What follows belongs to an exercise in optimizing a design on an open flow for small area, a short achievable clock period and few clock cycles per item; a production flow would make more cautious choices.
In this exercise RTL edits were held to simulation tests only and were not proved equivalent to the original.
Power figures rest on the tool's default switching activity, not on a simulated workload.

[run.sh]
#!/bin/bash
# synth_recipe.tcl (not shown) runs the flow's synth.tcl, then flattens the netlist and writes it again
# the make line also repeats each setting of config.mk as NAME=value (left out here)
make -C /OpenROAD-flow-scripts/flow DESIGN_CONFIG=/design/flow/config.mk WORK_HOME=/design/flow/orfs CLKGATE_MAP_FILE= SYNTH_SCRIPT=/design/flow/synth_recipe.tcl finish
[config.mk]
export PLATFORM = sky130hd
export DESIGN_NAME = lfu_page_replacement_unit
export DESIGN_NICKNAME = lfu_page_replacement_unit
export VERILOG_FILES = /design/flow/design.v
export SDC_FILE = /design/flow/constraint.sdc
export NUM_CORES = 4
export LEC_CHECK = 0
export ABC_CLOCK_PERIOD_IN_PS = 2000
export CAP_MARGIN = 40
export CORE_MARGIN = 2
export CORE_UTILIZATION = 55
export PLACE_DENSITY = 0.65
export SETUP_SLACK_MARGIN = 3.6
export SLEW_MARGIN = 40
export TNS_END_PERCENT = 5
[constraint.sdc]
create_clock -name core_clock -period 7.0 [get_ports {clk}]
set_input_delay 1.4000 -clock core_clock [delete_from_list [all_inputs] [get_ports {clk}]]
set_output_delay 1.4000 -clock core_clock [all_outputs]
set_load 0.01 [all_outputs]
[design.v]
`default_nettype none
package lfupr_pkg;
	localparam int ENTRIES   = 31;
	localparam int RANK_W    = 5;    
	localparam int CNT_W     = 4;    
	localparam int OCC_W     = 5;
	localparam int PAGE_BITS = 48;
	localparam int CAP_W     = 6;    
endpackage
`default_nettype wire
`default_nettype none
module lfupr_cell (
	input  wire                              clk,
	input  wire                              arst_n,
	input  wire  [lfupr_pkg::PAGE_BITS-1:0]  cmp_page,   
	input  wire  [lfupr_pkg::PAGE_BITS-1:0]  wr_page,    
	input  wire  [lfupr_pkg::CNT_W-1:0]      c_min,
	input  wire                              go,         
	input  wire                              hit,        
	input  wire                              store,      
	input  wire                              ev,         
	input  wire                              sel,        
	input  wire                              slot,       
	input  wire  [lfupr_pkg::CNT_W-1:0]      c_old,      
	input  wire  [lfupr_pkg::RANK_W-1:0]     r_cmp,      
	input  wire                              r_adj,      
	input  wire  [lfupr_pkg::CNT_W-1:0]      c_new,
	input  wire  [lfupr_pkg::RANK_W-1:0]     r_hit,      
	input  wire  [lfupr_pkg::RANK_W-1:0]     r_ins,      
	output logic                             valid,
	output logic                             match,
	output logic                             vic,
	output logic [lfupr_pkg::PAGE_BITS-1:0]  page,
	output logic [lfupr_pkg::CNT_W-1:0]      cnt,
	output logic [lfupr_pkg::RANK_W-1:0]     rank
);
	logic                            valid_q;
	logic [lfupr_pkg::PAGE_BITS-1:0] page_q;
	logic [lfupr_pkg::CNT_W-1:0]     cnt_q;
	logic [lfupr_pkg::RANK_W-1:0]    rank_q;
	logic                            newer, dec_hit, dec_ev, put, rank_en;
	assign valid = valid_q;
	assign page  = page_q;
	assign cnt   = cnt_q;
	assign rank  = rank_q;
	assign match = valid_q && (page_q == cmp_page);
	assign vic   = valid_q && (cnt_q == c_min) && (rank_q == '0);
	assign newer   = r_adj ? (rank_q >= r_cmp) : (rank_q > r_cmp);
	assign dec_hit = (cnt_q == c_old) && newer;
	assign dec_ev  = ev && (cnt_q == c_min) && (rank_q != '0);
	assign put     = store && slot;
	assign rank_en = go && (sel || put || (hit && dec_hit) || (store && dec_ev));
	always_ff @(posedge clk or negedge arst_n) begin
		if (!arst_n) begin
			valid_q <= 1'b0;
		end else if (go && put) begin
			valid_q <= 1'b1;
		end
	end
	always_ff @(posedge clk) begin
		if (go && (sel || put))
			page_q <= wr_page;
		if (go && (sel || put))
			cnt_q <= sel ? c_new : '0;
		if (rank_en)
			rank_q <= sel ? r_hit : (put ? r_ins : rank_q - 1'b1);
	end
endmodule
`default_nettype wire
`default_nettype none
module lfu_page_replacement_unit (
	input  wire         clk,
	input  wire         arst_n,
	input  wire         s_tvalid,
	output logic        s_tready,
	input  wire  [47:0] s_tdata,    
	input  wire  [0:0]  s_tuser,    
	output logic        m_tvalid,
	input  wire         m_tready,
	output logic [55:0] m_tdata,    
	input  wire         cfg_valid,
	output logic        cfg_ready,
	input  wire  [6:0]  cfg_data    
);
	localparam int E  = lfupr_pkg::ENTRIES;
	localparam int PB = lfupr_pkg::PAGE_BITS;
	localparam int CW = lfupr_pkg::CNT_W;
	localparam int RW = lfupr_pkg::RANK_W;
	localparam int OW = lfupr_pkg::OCC_W;
	localparam int AW = lfupr_pkg::CAP_W;
	localparam int NL = 1 << CW;
	logic [E-1:0]     valid_v, match_v, vic_v;
	logic [PB-1:0]    page_a [E];
	logic [CW-1:0]    cnt_a  [E];
	logic [RW-1:0]    rank_a [E];
	logic [RW-1:0]    size_q [NL];
	logic [RW-1:0]    size_up [NL];
	logic [CW-1:0]    c_min_q;
	logic [OW-1:0]    occ_q;
	logic [AW-1:0]    cap_q;
	logic             full_q;      
	logic             r0_valid_q, r0_wr_q;
	logic [PB-1:0]    r0_page_q;
	logic             s_tready_q;
	logic             b_valid_q, b_wr_q;
	logic [PB-1:0]    b_page_q;
	logic [E-1:0]     b_match_q;
	logic             x_valid_q, x_wr_q, x_hit_q;
	logic [PB-1:0]    x_page_q;
	logic [E-1:0]     x_match_q;
	logic [CW-1:0]    x_c_old_q;
	logic [RW-1:0]    x_r_sel_q;   
	logic             p_hit_q, p_ev_q;
	logic [CW-1:0]    p_c_old_q, p_c_min_q;
	logic [RW-1:0]    p_r_old_q;
	logic             o_valid_q, q_valid_q;
	logic [49:0]      o_data_q, q_data_q, res;
	logic             go, mv_bx, mv_ab, take;
	logic             r0_valid_d, b_valid_d, x_valid_d, o_valid_d, q_valid_d;
	logic             ev, ev_new, store;
	logic             r_adj;
	logic [CW-1:0]    c_new, c_add, c_raw;
	logic [RW-1:0]    r_old, r_hit, r_ins, r_add, r_raw;
	logic [E-1:0]     free_first, slot_v, upd_v, match_a, match_b;
	logic [PB-1:0]    vic_page;
	logic             same_a, same_b, fwd_b, kill_b, hit_b;
	logic [AW-1:0]    cap_d;
	logic [OW-1:0]    occ_d;
	assign cfg_ready = 1'b1;
	assign s_tready  = s_tready_q;
	assign m_tvalid  = o_valid_q;
	assign m_tdata   = {6'd0, o_data_q};
	assign go    = x_valid_q && !q_valid_q;
	assign mv_bx = b_valid_q && (!x_valid_q || go);
	assign mv_ab = r0_valid_q && (!b_valid_q || mv_bx);
	assign take  = s_tvalid && s_tready_q;
	assign ev     = !x_wr_q && !x_hit_q && full_q && (occ_q != '0);
	assign ev_new = !x_wr_q && !x_hit_q && full_q && (occ_q == '0);
	assign store  = !x_wr_q && !x_hit_q && !(full_q && occ_q == '0);
	assign r_adj = (p_hit_q && x_c_old_q == p_c_old_q && x_r_sel_q > p_r_old_q)
	            || (p_ev_q && x_c_old_q == p_c_min_q && x_r_sel_q != '0);
	assign r_old = x_r_sel_q - RW'(r_adj);
	assign c_new = (x_c_old_q == CW'(NL - 1)) ? x_c_old_q : x_c_old_q + 1'b1;
	always_comb begin
		for (int c = 0; c < NL - 1; c++) size_up[c] = size_q[c+1];
		size_up[NL-1] = size_q[NL-1] - 1'b1;
	end
	assign r_hit = size_up[x_c_old_q];
	assign r_ins = size_q[0] - RW'(ev && c_min_q == '0);
	assign c_add = x_hit_q ? c_new : '0;
	assign r_add = x_hit_q ? r_hit : r_ins;
	for (genvar g = 0; g < E; g++) begin : g_free
		if (g == 0) begin : g_0
			assign free_first[g] = !valid_v[g];
		end else begin : g_n
			assign free_first[g] = !valid_v[g] && valid_v[g-1];
		end
	end
	assign slot_v = full_q ? vic_v : free_first;
	always_comb begin
		vic_page = '0;
		for (int j = 0; j < E; j++)
			vic_page |= vic_v[j] ? page_a[j] : '0;
	end
	always_comb begin
		res = '0;
		if (x_wr_q) begin
			res = '0;
		end else if (x_hit_q) begin
			res[0] = 1'b1;
		end else if (full_q) begin
			res[1]    = 1'b1;
			res[49:2] = ev_new ? x_page_q : vic_page;
		end
	end
	for (genvar g = 0; g < E; g++) begin : g_cell
		lfupr_cell u_cell (
			.clk     (clk),
			.arst_n  (arst_n),
			.cmp_page(r0_page_q),
			.wr_page (x_page_q),
			.c_min   (c_min_q),
			.go      (go),
			.hit     (x_hit_q),
			.store   (store),
			.ev      (ev),
			.sel     (x_match_q[g]),
			.slot    (slot_v[g]),
			.c_old   (x_c_old_q),
			.r_cmp   (x_r_sel_q),
			.r_adj   (r_adj),
			.c_new   (c_new),
			.r_hit   (r_hit),
			.r_ins   (r_ins),
			.valid   (valid_v[g]),
			.match   (match_v[g]),
			.vic     (vic_v[g]),
			.page    (page_a[g]),
			.cnt     (cnt_a[g]),
			.rank    (rank_a[g])
		);
	end
	assign upd_v = (go && store) ? slot_v : '0;
	assign same_a  = (r0_page_q == x_page_q);
	assign match_a = r0_wr_q ? '0 : (match_v & ~upd_v) | (same_a ? upd_v : '0);
	assign same_b  = (b_page_q == x_page_q);
	assign match_b = b_wr_q ? '0 : (b_match_q & ~upd_v) | (same_b ? upd_v : '0);
	assign kill_b  = go && ev && |(b_match_q & vic_v);
	assign fwd_b   = !b_wr_q && same_b && go && (x_hit_q || store);
	assign hit_b   = fwd_b || ((|b_match_q) && !kill_b);
	always_comb begin
		c_raw = '0;
		r_raw = '0;
		for (int j = 0; j < E; j++) begin
			c_raw |= b_match_q[j] ? cnt_a[j]  : '0;
			r_raw |= b_match_q[j] ? rank_a[j] : '0;
		end
	end
	assign r0_valid_d = take || (r0_valid_q && !mv_ab);
	assign b_valid_d  = mv_ab || (b_valid_q && !mv_bx);
	assign x_valid_d  = mv_bx || (x_valid_q && !go);
	always_comb begin
		o_valid_d = o_valid_q;
		q_valid_d = q_valid_q;
		if (!o_valid_q || m_tready) begin
			o_valid_d = q_valid_q || go;
			q_valid_d = 1'b0;
		end else if (go) begin
			q_valid_d = 1'b1;
		end
	end
	assign cap_d = !cfg_valid ? cap_q : (cfg_data > 7'd32) ? AW'(32) : AW'(cfg_data);
	assign occ_d = (go && store && !full_q) ? occ_q + 1'b1 : occ_q;
	always_ff @(posedge clk or negedge arst_n) begin
		if (!arst_n) begin
			r0_valid_q <= 1'b0;
			s_tready_q <= 1'b1;
			b_valid_q  <= 1'b0;
			x_valid_q  <= 1'b0;
			o_valid_q  <= 1'b0;
			q_valid_q  <= 1'b0;
			occ_q      <= '0;
			c_min_q    <= '0;
			cap_q      <= AW'(32);
			full_q     <= 1'b0;
			for (int c = 0; c < NL; c++) size_q[c] <= '0;
		end else begin
			r0_valid_q <= r0_valid_d;
			b_valid_q  <= b_valid_d;
			x_valid_q  <= x_valid_d;
			o_valid_q  <= o_valid_d;
			q_valid_q  <= q_valid_d;
			s_tready_q <= !(r0_valid_d && b_valid_d && x_valid_d && q_valid_d);
			cap_q      <= cap_d;
			occ_q      <= occ_d;
			full_q     <= ({1'b0, occ_d} + 1'b1) >= cap_d;
			if (go) begin
				if (store)
					c_min_q <= '0;
				else if (x_hit_q && x_c_old_q == c_min_q && x_c_old_q != CW'(NL - 1)
				         && size_q[c_min_q] == RW'(1))
					c_min_q <= c_min_q + 1'b1;
				for (int c = 0; c < NL; c++) begin
					if (x_hit_q) begin
						if (CW'(c) == x_c_old_q && x_c_old_q != c_new)
							size_q[c] <= size_q[c] - 1'b1;
						else if (CW'(c) == c_new && x_c_old_q != c_new)
							size_q[c] <= size_q[c] + 1'b1;
					end else if (store) begin
						if (c == 0 && !(ev && c_min_q == '0))
							size_q[c] <= size_q[c] + 1'b1;
						else if (CW'(c) == c_min_q && ev && c_min_q != '0)
							size_q[c] <= size_q[c] - 1'b1;
					end
				end
			end
		end
	end
	always_ff @(posedge clk) begin
		if (take) begin
			r0_wr_q   <= s_tuser[0];
			r0_page_q <= s_tdata;
		end
		if (mv_ab) begin
			b_wr_q    <= r0_wr_q;
			b_page_q  <= r0_page_q;
			b_match_q <= match_a;
		end
		if (mv_bx) begin
			x_wr_q    <= b_wr_q;
			x_page_q  <= b_page_q;
			x_match_q <= match_b;
			x_hit_q   <= !b_wr_q && hit_b;
			x_c_old_q <= fwd_b ? c_add : c_raw;
			x_r_sel_q <= fwd_b ? r_add : r_raw;
			p_hit_q   <= go && !fwd_b && x_hit_q;
			p_ev_q    <= go && !fwd_b && ev;
			p_c_old_q <= x_c_old_q;
			p_r_old_q <= r_old;
			p_c_min_q <= c_min_q;
		end
		if (!o_valid_q || m_tready)
			o_data_q <= q_valid_q ? q_data_q : res;
		if (go)
			q_data_q <= res;
	end
endmodule
`default_nettype wire
==> summary.txt, run 1 <==
status aborted with a tool error; Fail Step global routing (5_1_grt); Log Error [ERROR GRT-0116] Global routing finished with congestion. Check the congestion regions in the DRC Viewer.; FP Rows 169; width of the die ~460 um; Yosys reg bits 2234; ys flop type edfxtp_1; Synth Cell Area 117000 um^2; Clock Path Buffers 3; CTS H-tree depth 4; Die Ht 465 um; CTS sink cnt around 2.2k; asr flop ratio synth 0.0595; Synth warnings 9; Seq/Total Area, Yosys 0.569; synthesized area per cell between 10 and 15 um^2; gpl congestion 1.33; pin count of the biggest net entering global routing 106; port bufs about 110; Syn Inst Count about 9.4k; Post-synth EDFFs roughly 2.1k; pre-CTS setup slack roughly 1900 ps; vias in the first global route between 100k and 150k; Synth cell types 90; Congestion Overflow GR about 1.3k; Num CTS Buffers between 200 and 250; DP HPWL roughly 550000 um; global-route wire length before repair about 1200000 um; Initial Utilization 0.552; clock root cell clkbuf_16; Total GRT Usage 0.824; Ports 120; DP Area about 120000 um^2
per-layer routing:
metal  overflow  GRT usage
met1         61      0.852
met2        684      0.925
met3         63      0.738
met4        438      0.750
met5          8      0.498
Yosys cell counts, types with 72 or more instances:
library cell  count  area, um^2
dfrtp_1         131        3280
inv_1           212         796
nor2b_1          72         450
xor2_1         1142       10000
a222oi_1        108        1080
nor2_1          338        1270
ha_1            249        3120
edfxtp_1       2101       63100
nand2b_1        100         626
nand3_1         186         931
buf_1           103         387
nand2_1         442        1660
clkbuf_1        297        1110
buf_2           136         681
and2_1          102         638
nor3_1          132         661
xnor2_1         748        6550
a221oi_1        236        2070
nor4_1          296        1850
a22oi_1         348        2610
a22o_1          212        1860
nand4_1         309        1930
a21oi_1         357        1790
o21ai_0         277        1390
mux2i_1          98         981
worst min path at each step:
stage,endpoint,from
CTS,q_valid_q,arst_n
floorplan,p_c_old_q[2],x_c_old_q[2]
detailed placement,x_page_q[17],b_page_q[17]
global placement,x_page_q[28],b_page_q[28]
cells by family after synthesis:
group                      share of synthesized area
AOI/OAI and AO/OA                              0.113
xor gates and xnor gates                       0.142
adders and majority gates                     0.0268
buffers and inverters                         0.0334
DFF                                            0.569
muxes                                         0.0131
other                                      0.0000644
and+or+nand+nor                                0.103
power by group through the flow:
stage                     registers (mW)  clock network, mW  logic (mW)
after detailed placement            21.8                  0        12.0
after floorplan                     20.1                  0        5.39
after CTS                           21.6               13.0        12.6
after global placement              21.7                  0        11.5
timing repair:
action                                 in CTS
endpoints found under the hold margin       0
resized for setup                         287
cloned                                     25
setup endpoints to repair                2141
buffers inserted                          158
pin swaps                                  66
hold buffers                                0
metrics by stage:
step	hold slack [ps]	cells
3_3_place_gp	450	12195
2_1_floorplan	421	9441
3_5_place_dp	456	12240
4_1_cts	432	12861
Testbench counts, summed over its fixed seeds: cycles 16,064, items 16,000.
==> run 2: changes to the inputs <==
--- a/design.v
+++ b/design.v
@@ -15,6 +15,7 @@
 	input  wire  [lfupr_pkg::PAGE_BITS-1:0]  cmp_page,   
 	input  wire  [lfupr_pkg::PAGE_BITS-1:0]  wr_page,    
 	input  wire  [lfupr_pkg::CNT_W-1:0]      c_min,
+	input  wire  [lfupr_pkg::CNT_W-1:0]      c_min1,     
 	input  wire                              go,         
 	input  wire                              hit,        
 	input  wire                              store,      
@@ -29,7 +30,8 @@
 	input  wire  [lfupr_pkg::RANK_W-1:0]     r_ins,      
 	output logic                             valid,
 	output logic                             match,
-	output logic                             vic,
+	output logic                             second,     
+	output logic                             next_old,   
 	output logic [lfupr_pkg::PAGE_BITS-1:0]  page,
 	output logic [lfupr_pkg::CNT_W-1:0]      cnt,
 	output logic [lfupr_pkg::RANK_W-1:0]     rank
@@ -44,7 +46,8 @@
 	assign cnt   = cnt_q;
 	assign rank  = rank_q;
 	assign match = valid_q && (page_q == cmp_page);
-	assign vic   = valid_q && (cnt_q == c_min) && (rank_q == '0);
+	assign second   = valid_q && (cnt_q == c_min) && (rank_q == lfupr_pkg::RANK_W'(1));
+	assign next_old = valid_q && (cnt_q == c_min1) && (rank_q == '0);
 	assign newer   = r_adj ? (rank_q >= r_cmp) : (rank_q > r_cmp);
 	assign dec_hit = (cnt_q == c_old) && newer;
 	assign dec_ev  = ev && (cnt_q == c_min) && (rank_q != '0);
@@ -89,7 +92,11 @@
 	localparam int OW = lfupr_pkg::OCC_W;
 	localparam int AW = lfupr_pkg::CAP_W;
 	localparam int NL = 1 << CW;
-	logic [E-1:0]     valid_v, match_v, vic_v;
+	logic [E-1:0]     valid_v, match_v, second_v, next_old_v;
+	logic [E-1:0]     vic_q;       
+	logic [E-1:0]     vic_d;
+	logic             vic_hit;
+	logic [RW-1:0]    size_min;
 	logic [PB-1:0]    page_a [E];
 	logic [CW-1:0]    cnt_a  [E];
 	logic [RW-1:0]    rank_a [E];
@@ -99,6 +106,8 @@
 	logic [OW-1:0]    occ_q;
 	logic [AW-1:0]    cap_q;
 	logic             full_q;      
+	logic             cfg_valid_q;
+	logic [6:0]       cfg_data_q;
 	logic             r0_valid_q, r0_wr_q;
 	logic [PB-1:0]    r0_page_q;
 	logic             s_tready_q;
@@ -156,11 +165,11 @@
 			assign free_first[g] = !valid_v[g] && valid_v[g-1];
 		end
 	end
-	assign slot_v = full_q ? vic_v : free_first;
+	assign slot_v = full_q ? vic_q : free_first;
 	always_comb begin
 		vic_page = '0;
 		for (int j = 0; j < E; j++)
-			vic_page |= vic_v[j] ? page_a[j] : '0;
+			vic_page |= vic_q[j] ? page_a[j] : '0;
 	end
 	always_comb begin
 		res = '0;
@@ -180,6 +189,7 @@
 			.cmp_page(r0_page_q),
 			.wr_page (x_page_q),
 			.c_min   (c_min_q),
+			.c_min1  (c_min_q + 1'b1),
 			.go      (go),
 			.hit     (x_hit_q),
 			.store   (store),
@@ -194,18 +204,42 @@
 			.r_ins   (r_ins),
 			.valid   (valid_v[g]),
 			.match   (match_v[g]),
-			.vic     (vic_v[g]),
+			.second  (second_v[g]),
+			.next_old(next_old_v[g]),
 			.page    (page_a[g]),
 			.cnt     (cnt_a[g]),
 			.rank    (rank_a[g])
 		);
 	end
+	assign size_min = size_q[c_min_q];
+	assign vic_hit  = |(x_match_q & vic_q);
+	always_comb begin
+		vic_d = vic_q;
+		if (go) begin
+			if (vic_hit) begin
+				if (size_min != RW'(1))
+					vic_d = second_v;
+				else if (c_min_q == CW'(NL - 1))
+					vic_d = vic_q;
+				else if (size_up[c_min_q] == '0)
+					vic_d = x_match_q;
+				else
+					vic_d = next_old_v;
+			end else if (store && !full_q) begin
+				if (occ_q == '0 || c_min_q != '0)
+					vic_d = free_first;
+			end else if (ev) begin
+				if (c_min_q == '0 && size_min != RW'(1))
+					vic_d = second_v;
+			end
+		end
+	end
 	assign upd_v = (go && store) ? slot_v : '0;
 	assign same_a  = (r0_page_q == x_page_q);
 	assign match_a = r0_wr_q ? '0 : (match_v & ~upd_v) | (same_a ? upd_v : '0);
 	assign same_b  = (b_page_q == x_page_q);
 	assign match_b = b_wr_q ? '0 : (b_match_q & ~upd_v) | (same_b ? upd_v : '0);
-	assign kill_b  = go && ev && |(b_match_q & vic_v);
+	assign kill_b  = go && ev && |(b_match_q & vic_q);
 	assign fwd_b   = !b_wr_q && same_b && go && (x_hit_q || store);
 	assign hit_b   = fwd_b || ((|b_match_q) && !kill_b);
 	always_comb begin
@@ -229,7 +263,7 @@
 			q_valid_d = 1'b1;
 		end
 	end
-	assign cap_d = !cfg_valid ? cap_q : (cfg_data > 7'd32) ? AW'(32) : AW'(cfg_data);
+	assign cap_d = !cfg_valid_q ? cap_q : (cfg_data_q > 7'd32) ? AW'(32) : AW'(cfg_data_q);
 	assign occ_d = (go && store && !full_q) ? occ_q + 1'b1 : occ_q;
 	always_ff @(posedge clk or negedge arst_n) begin
 		if (!arst_n) begin
@@ -243,14 +277,18 @@
 			c_min_q    <= '0;
 			cap_q      <= AW'(32);
 			full_q     <= 1'b0;
+			cfg_valid_q <= 1'b0;
 			for (int c = 0; c < NL; c++) size_q[c] <= '0;
+			vic_q      <= '0;
 		end else begin
+			vic_q      <= vic_d;
 			r0_valid_q <= r0_valid_d;
 			b_valid_q  <= b_valid_d;
 			x_valid_q  <= x_valid_d;
 			o_valid_q  <= o_valid_d;
 			q_valid_q  <= q_valid_d;
 			s_tready_q <= !(r0_valid_d && b_valid_d && x_valid_d && q_valid_d);
+			cfg_valid_q <= cfg_valid;
 			cap_q      <= cap_d;
 			occ_q      <= occ_d;
 			full_q     <= ({1'b0, occ_d} + 1'b1) >= cap_d;
@@ -277,6 +315,8 @@
 		end
 	end
 	always_ff @(posedge clk) begin
+		if (cfg_valid)
+			cfg_data_q <= cfg_data;
 		if (take) begin
 			r0_wr_q   <= s_tuser[0];
 			r0_page_q <= s_tdata;
--- a/config.mk
+++ b/config.mk
@@ -8,8 +8,8 @@
 export ABC_CLOCK_PERIOD_IN_PS = 2000
 export CAP_MARGIN = 40
 export CORE_MARGIN = 2
-export CORE_UTILIZATION = 55
-export PLACE_DENSITY = 0.65
-export SETUP_SLACK_MARGIN = 3.6
+export CORE_UTILIZATION = 45
+export PLACE_DENSITY = 0.55
+export SETUP_SLACK_MARGIN = 4.2
 export SLEW_MARGIN = 40
-export TNS_END_PERCENT = 5
+export TNS_END_PERCENT = 10
==> run 2 against run 1 <==
Against the previous run:
- the flow again stops in global routing (5_1_grt)
- area after synthesis rose by 3.5%
- synthesized cell count rose by 6.1%
==> summary.txt, run 2 <==
FP Rows 190 (+12%); CTS sink cnt 2273 (+1.7%); Synth warnings 9 (unchanged); area leader, netlist edfxtp_1; Total GRT Usage 0.649; ys flop type edfxtp_1; Yosys reg bits 2273 (+1.7%); Ports 120 (unchanged); status aborted with a tool error; Clock Path Buffers 4 (+1); Initial Utilization 0.452 (-0.100); Synth Cell Area 121000 um^2 (+3.5%); width of the die 522 um (+12%); pin count of the biggest net entering global routing 95; Log Error [ERROR GRT-0232] Routing congestion too high. Check the congestion heatmap in the GUI.; DP HPWL 586000 um (+6.6%); Post-synth EDFFs 2108 (+0.33%); Seq/Total Area, Yosys 0.558 (-0.0111); port bufs 112 (unchanged); main area contributors after synthesis edfxtp_1 52%, xnor2_1 7.6%, xor2_1 7.3%, a22oi_1 3.6%, dfrtp_1 3.4%; gpl congestion 1.27 (-5.0%); Syn Inst Count 10.0k (+6.1%); synthesized area per cell 12.1 um^2 (-2.5%); pre-CTS setup slack 2280 ps (+352 ps); Die Ht 522 um (+12%); hold buffer count at CTS 0 (unchanged); clock root cell clkbuf_16; Synth cell types 80 (-11%); CTS H-tree depth 5 (+1); asr flop ratio synth 0.0726 (+0.0131); most frequent cell after synthesis edfxtp_1; Yosys top cell area share 0.524 (-0.0168); commonest cells in the netlist 2108 x edfxtp_1, 1047 x xnor2_1, 1010 x xor2_1, 572 x a22oi_1, 493 x clkbuf_1; placed cell count 13.5k (+10%); Num CTS Buffers 269 (+15%); Fail Step global routing (5_1_grt); Congestion Overflow GR 2
-- run 2: cell count changes after synthesis, sizes merged, moves of 54 or more --
| cell | change |
|---|---|
| xnor2 | +299 |
| a22o | -65 |
| nand4 | +54 |
| a22oi | +224 |
| nand2 | -82 |
| ha | +57 |
| clkbuf | +195 |
| a21oi | +70 |
| nand3 | +132 |
| xor2 | -132 |
| buf | -135 |
| a221oi | -60 |
-- run 2: routing by layer --
layer / GRT usage / GRT overflow
met1: 0.679 / 1
met5: 0.220 / 0
met4: 0.629 / 0
met3: 0.472 / 1
met2: 0.803 / 0
-- run 2: cells by family after synthesis --
family,count (synthesis),synth area share
other cells,2,0.0000622
compound gates,1938,0.111
flops,2273,0.558
mux,228,0.0203
simple gates,2330,0.100
xor+xnor,2057,0.149
fa+ha+maj,306,0.0317
buf+inv,882,0.0291
-- run 2: timing repair --
action	in CTS
gates cloned	48
gates resized for setup	474
buffers inserted	169
pin swaps	65
setup endpoints to repair	2368
-- run 2: power groups by stage --
stage,registers [mW],clock network (mW),logic (mW)
after floorplan,21.4,0,9.88
after global placement,23.8,0,20.6
after detailed placement,23.9,0,21.1
after CTS,23.6,14.0,23.4
-- run 2: how the worst min path moves through the flow --
stage                   end
4_1_cts        x_page_q[43]
3_5_place_dp    x_page_q[8]
3_3_place_gp   x_page_q[46]
2_1_floorplan  p_c_min_q[2]
-- run 2: through the flow --
stage / area, um^2 / power [mW]
detailed placement: 130000 / 45.0
global placement: 128000 / 44.4
CTS: 143000 / 61.0
floorplan: 121000 / 31.3
Testbench counts of run 2, summed over its fixed seeds: cycles 16,064, items 16,000.
==> run 3: changes to the inputs <==
--- a/design.v
+++ b/design.v
@@ -132,6 +132,7 @@
 	logic [RW-1:0]    r_old, r_hit, r_ins, r_add, r_raw;
 	logic [E-1:0]     free_first, slot_v, upd_v, match_a, match_b;
 	logic [PB-1:0]    vic_page;
+	logic [E-1:0]     vic_sel;
 	logic             same_a, same_b, fwd_b, kill_b, hit_b;
 	logic [AW-1:0]    cap_d;
 	logic [OW-1:0]    occ_d;
@@ -166,22 +167,13 @@
 		end
 	end
 	assign slot_v = full_q ? vic_q : free_first;
+	assign vic_sel = ev ? vic_q : '0;
 	always_comb begin
-		vic_page = '0;
+		vic_page = ev_new ? x_page_q : '0;
 		for (int j = 0; j < E; j++)
-			vic_page |= vic_q[j] ? page_a[j] : '0;
-	end
-	always_comb begin
-		res = '0;
-		if (x_wr_q) begin
-			res = '0;
-		end else if (x_hit_q) begin
-			res[0] = 1'b1;
-		end else if (full_q) begin
-			res[1]    = 1'b1;
-			res[49:2] = ev_new ? x_page_q : vic_page;
-		end
+			vic_page |= vic_sel[j] ? page_a[j] : '0;
 	end
+	assign res = {vic_page, ev || ev_new, x_hit_q};
 	for (genvar g = 0; g < E; g++) begin : g_cell
 		lfupr_cell u_cell (
 			.clk     (clk),
@@ -317,7 +309,7 @@
 	always_ff @(posedge clk) begin
 		if (cfg_valid)
 			cfg_data_q <= cfg_data;
-		if (take) begin
+		if (s_tready_q) begin
 			r0_wr_q   <= s_tuser[0];
 			r0_page_q <= s_tdata;
 		end
==> config.mk (replaced) <==
export PLATFORM = sky130hd
export DESIGN_NAME = lfu_page_replacement_unit
export DESIGN_NICKNAME = lfu_page_replacement_unit
export VERILOG_FILES = /design/flow/design.v
export SDC_FILE = /design/flow/constraint.sdc
export NUM_CORES = 4
export LEC_CHECK = 0
export ABC_AREA = 1
export CAP_MARGIN = 40
export CORE_MARGIN = 2
export CORE_UTILIZATION = 38
export PLACE_DENSITY = 0.48
export SETUP_SLACK_MARGIN = 4.0
export SLEW_MARGIN = 40
export TNS_END_PERCENT = 10
==> run 3 against run 2 <==
Against the previous run:
- the flow again stops in global routing (5_1_grt)
- area after synthesis up 3.5%
- synthesized cell count up 32%
==> summary.txt, run 3 <==
DP Area 135000 um^2 (+3.7%); most frequent cell after synthesis nand2_1; Post-synth EDFFs 2108 (unchanged); gpl congestion 1.37 (+8.5%); Synth cell types 67 (-16%); Syn Inst Count 13.2k (+32%); commonest cells in the netlist 2988 x nand2_1, 2108 x edfxtp_1, 1128 x inv_1, 917 x nor2_1, 879 x o21ai_0; area leader, netlist edfxtp_1; status aborted with a tool error; Seq/Total Area, Yosys 0.539 (-0.0190); CTS H-tree depth 5 (unchanged); asr flop ratio synth 0.0726 (unchanged); FP Rows 210 (+11%); Ports 120 (unchanged); Die Ht 578 um (+11%); Log Error [ERROR GRT-0116] Global routing finished with congestion. Check the congestion regions in the DRC Viewer.; Clock Path Buffers 4 (unchanged); Initial Utilization 0.382 (-0.0697); global-route wire length before repair between 1500000 and 2000000 um; Fail Step global routing (5_1_grt); hold buffer count at CTS 0 (unchanged); CTS sink cnt 2273 (unchanged); width of the die 578 um (+11%); port bufs 112 (unchanged); DP HPWL 798000 um (+36%); Synth Cell Area 125000 um^2 (+3.5%); vias in the first global route between 150k and 200k; main area contributors after synthesis edfxtp_1 51%, nand2_1 9.0%, o21ai_0 3.5%, inv_1 3.4%, dfrtp_1 3.3%; Total GRT Usage 0.773; Synth warnings 9 (unchanged); pin count of the biggest net entering global routing a little over 100; pre-CTS setup slack 1280 ps (-1000 ps); clock root cell clkbuf_16; ys flop type edfxtp_1; synthesized area per cell 9.46 um^2 (-22%); Congestion Overflow GR ~1.1k; Yosys reg bits 2273 (unchanged); Yosys top cell area share 0.506 (-0.0178); Num CTS Buffers 279 (+3.7%)
==> run 3: changes by cell type after synthesis, moves of 124 or more <==
cell,delta
a221oi_1,+124
a22oi_1,-547
inv_1,+940
mux2i_1,-145
nand2_1,+2628
nor2_1,+509
o21ai_0,+563
o22ai_1,+600
xnor2_1,-730
xor2_1,-550
==> run 3: repair_timing <==
item / in CTS
endpoints found under the setup margin: 2369
buffers inserted: 412
resized for setup: 1557
pin swaps: 335
cloned: 72
endpoints found under the hold margin: 0
==> run 3: per-stage QoR <==
step | util | power (mW) | hold slack, ps | std cells
2_1_floorplan | - | 31.3 | 421 | 13228
3_3_place_gp | 0.409 | 45.4 | 444 | 17535
3_5_place_dp | 0.411 | 45.8 | 456 | 17559
4_1_cts | 0.475 | 63.9 | 428 | 18544
==> run 3: how the worst min path moves through the flow <==
stage / end / slack (ps) / cells past startpoint
after CTS: size_q[10][0] / 430 / 1
after detailed placement: x_page_q[23] / 460 / 0
after global placement: x_page_q[23] / 440 / 0
after floorplan: b_page_q[17] / 420 / 0
==> run 3: metal layers <==
metal,global-route usage,GRT overflow
met1,0.793,22
met2,0.881,612
met3,0.684,24
met4,0.722,449
met5,0.394,6
==> run 3: power groups by stage <==
stage / registers (mW) / logic, mW / clock network [mW]
after floorplan: 22.1 / 9.20 / 0
after global placement: 25.1 / 20.3 / 0
after detailed placement: 25.1 / 20.8 / 0
after CTS: 25.0 / 23.9 / 15.0
==> run 3: cell families after synthesis <==
group           after synthesis  share of synthesized area
fa+ha+maj                   306                     0.0306
flops                      2273                      0.539
compound gates             2736                      0.136
simple gates               5263                      0.181
xor+xnor                    779                     0.0548
buf+inv                    1864                     0.0587
other cells                   2                  0.0000600
Testbench counts of run 3, summed over its fixed seeds: cycles 16,064, items 16,000.
==> run 4: changes to the inputs <==
==> flow/run.sh (new file) <==
#!/bin/bash
# The standard layout (standard.sh, the standard flow's own ORFS run, standard synthesis unchanged) with two
# placement/sizing knobs changed:
#  - the port buffers that ORFS inserts on every input and output are buf_4 cells instead of the
#    slow delay-buffer cell buffer_ports picks on its own;
#  - timing repair may resize a cell to any footprint (MATCH_CELL_FOOTPRINT=0).
# The whole make output goes to standard.log; ORFS keeps each step's log under orfs/logs.
set -euo pipefail
bash standard.sh "MATCH_CELL_FOOTPRINT=0" "BUFFER_PORTS_ARGS=-buffer_cell sky130_fd_sc_hd__buf_4" finish > standard.log 2>&1
test -f out/final.def
==> standard.sh (new file) <==
#!/bin/bash
# synth_recipe.tcl (not shown) runs the flow's synth.tcl, then flattens the netlist and writes it again
# the make line also repeats each setting of config.mk as NAME=value (left out here)
make -C /OpenROAD-flow-scripts/flow DESIGN_CONFIG=/design/flow/config.mk WORK_HOME=/design/flow/orfs CLKGATE_MAP_FILE= SYNTH_SCRIPT=/design/flow/synth_recipe.tcl "${@:-finish}"
--- a/config.mk
+++ b/config.mk
@@ -8,8 +8,8 @@
 export ABC_AREA = 1
 export CAP_MARGIN = 40
 export CORE_MARGIN = 2
-export CORE_UTILIZATION = 38
-export PLACE_DENSITY = 0.48
+export CORE_UTILIZATION = 42
+export PLACE_DENSITY = 0.52
 export SETUP_SLACK_MARGIN = 4.0
 export SLEW_MARGIN = 40
 export TNS_END_PERCENT = 10
removed: run.sh
==> run 4 against run 3 <==
Against the previous run:
- the flow again stops in global routing (5_1_grt)
- area after synthesis did not move
- synthesized cell count did not move
==> summary.txt, run 4 <==
status aborted with a tool error; Fail Step global routing (5_1_grt); Log Error [ERROR GRT-0116] Global routing finished with congestion. Check the congestion regions in the DRC Viewer.; Post-synth EDFFs 2108 (unchanged); DP HPWL 789000 um (-1.2%); Congestion Overflow GR between 3k and 4k; FP Rows 200 (-4.8%); ys flop type edfxtp_1; Die Ht 550 um (-4.8%); asr flop ratio synth 0.0726 (unchanged); Synth Cell Area 125000 um^2 (unchanged); Num CTS Buffers 275 (-1.4%); Yosys reg bits 2273 (unchanged); Ports 120 (unchanged); area leader, netlist edfxtp_1; Seq/Total Area, Yosys 0.539 (unchanged); Initial Utilization 0.422 (+0.0398); Yosys top cell area share 0.506 (unchanged); Post-Synth Adder-Cell Area 0.0306 (unchanged); Synth warnings 9 (unchanged); gpl congestion 1.41 (+2.9%); CTS H-tree depth 5 (unchanged); port bufs 112 (unchanged); clock root cell clkbuf_16; Post-Synth XOR/XNOR Area 0.0548 (unchanged); vias in the first global route 156k; commonest cells in the netlist 2988 x nand2_1, 2108 x edfxtp_1, 1128 x inv_1, 917 x nor2_1, 879 x o21ai_0; Synth cell types 67 (unchanged); synthesized area per cell 9.46 um^2 (unchanged); Syn Inst Count 13.2k (unchanged); Clock Path Buffers 4 (unchanged); Total GRT Usage 0.849; hold buffer count at CTS 0 (unchanged); global-route wire length before repair 1750000 um; CTS sink cnt 2273 (unchanged); most frequent cell after synthesis nand2_1; pin count of the biggest net entering global routing 90; Synth Area in Compound Gates 0.136 (unchanged); Synth Area in Simple Gates 0.181 (unchanged); post-synthesis mux area share 0 (unchanged); combinational family with the most area after synthesis simple AND/OR/NAND/NOR gates; width of the die 550 um (-4.8%); main area contributors after synthesis edfxtp_1 51%, nand2_1 9.0%, o21ai_0 3.5%, inv_1 3.4%, dfrtp_1 3.3%
## run 4: cell counts after synthesis
Identical to the previous run, type by type.
## run 4: cells by family after synthesis
family,after synthesis
flops,2273
fa+ha+maj,306
buf+inv,1864
simple gates,5263
other cells,2
compound gates,2736
xor+xnor,779
## run 4: metal layers
layer  GRT overflow  GRT usage
met1            155      0.866
met2           1767      0.946
met5             26      0.538
met3            146      0.769
met4           1025      0.795
## run 4: worst min path at each step
stage	startpoint	slack, ps	to	depth (start not counted)
3_3_place_gp	b_page_q[23]	440	x_page_q[23]	0
3_5_place_dp	b_page_q[23]	450	x_page_q[23]	0
4_1_cts	b_page_q[21]	460	x_page_q[21]	0
2_1_floorplan	r0_page_q[17]	420	b_page_q[17]	0
## run 4: per-stage QoR
stage / hold slack [ps] / power (mW) / worst slack, ps / std cells / area, um^2
CTS: 456 / 62.9 / 3400 / 18111 / 153000
floorplan: 421 / 31.3 / 2860 / 13228 / 125000
global placement: 438 / 44.9 / 1130 / 17157 / 133000
detailed placement: 449 / 45.2 / 1390 / 17182 / 134000
## run 4: repair_timing
| item | 4_1_cts |
|---|---|
| gates resized for setup | 1361 |
| pin swaps | 341 |
| cloned | 66 |
| setup buffers | 368 |
| endpoints found under the setup margin | 2392 |
## run 4: power groups by stage
stage / combinational (mW) / sequential (mW) / clock (mW)
floorplan: 9.20 / 22.1 / 0
global placement: 19.8 / 25.1 / 0
detailed placement: 20.2 / 25.0 / 0
CTS: 22.9 / 24.9 / 15.1
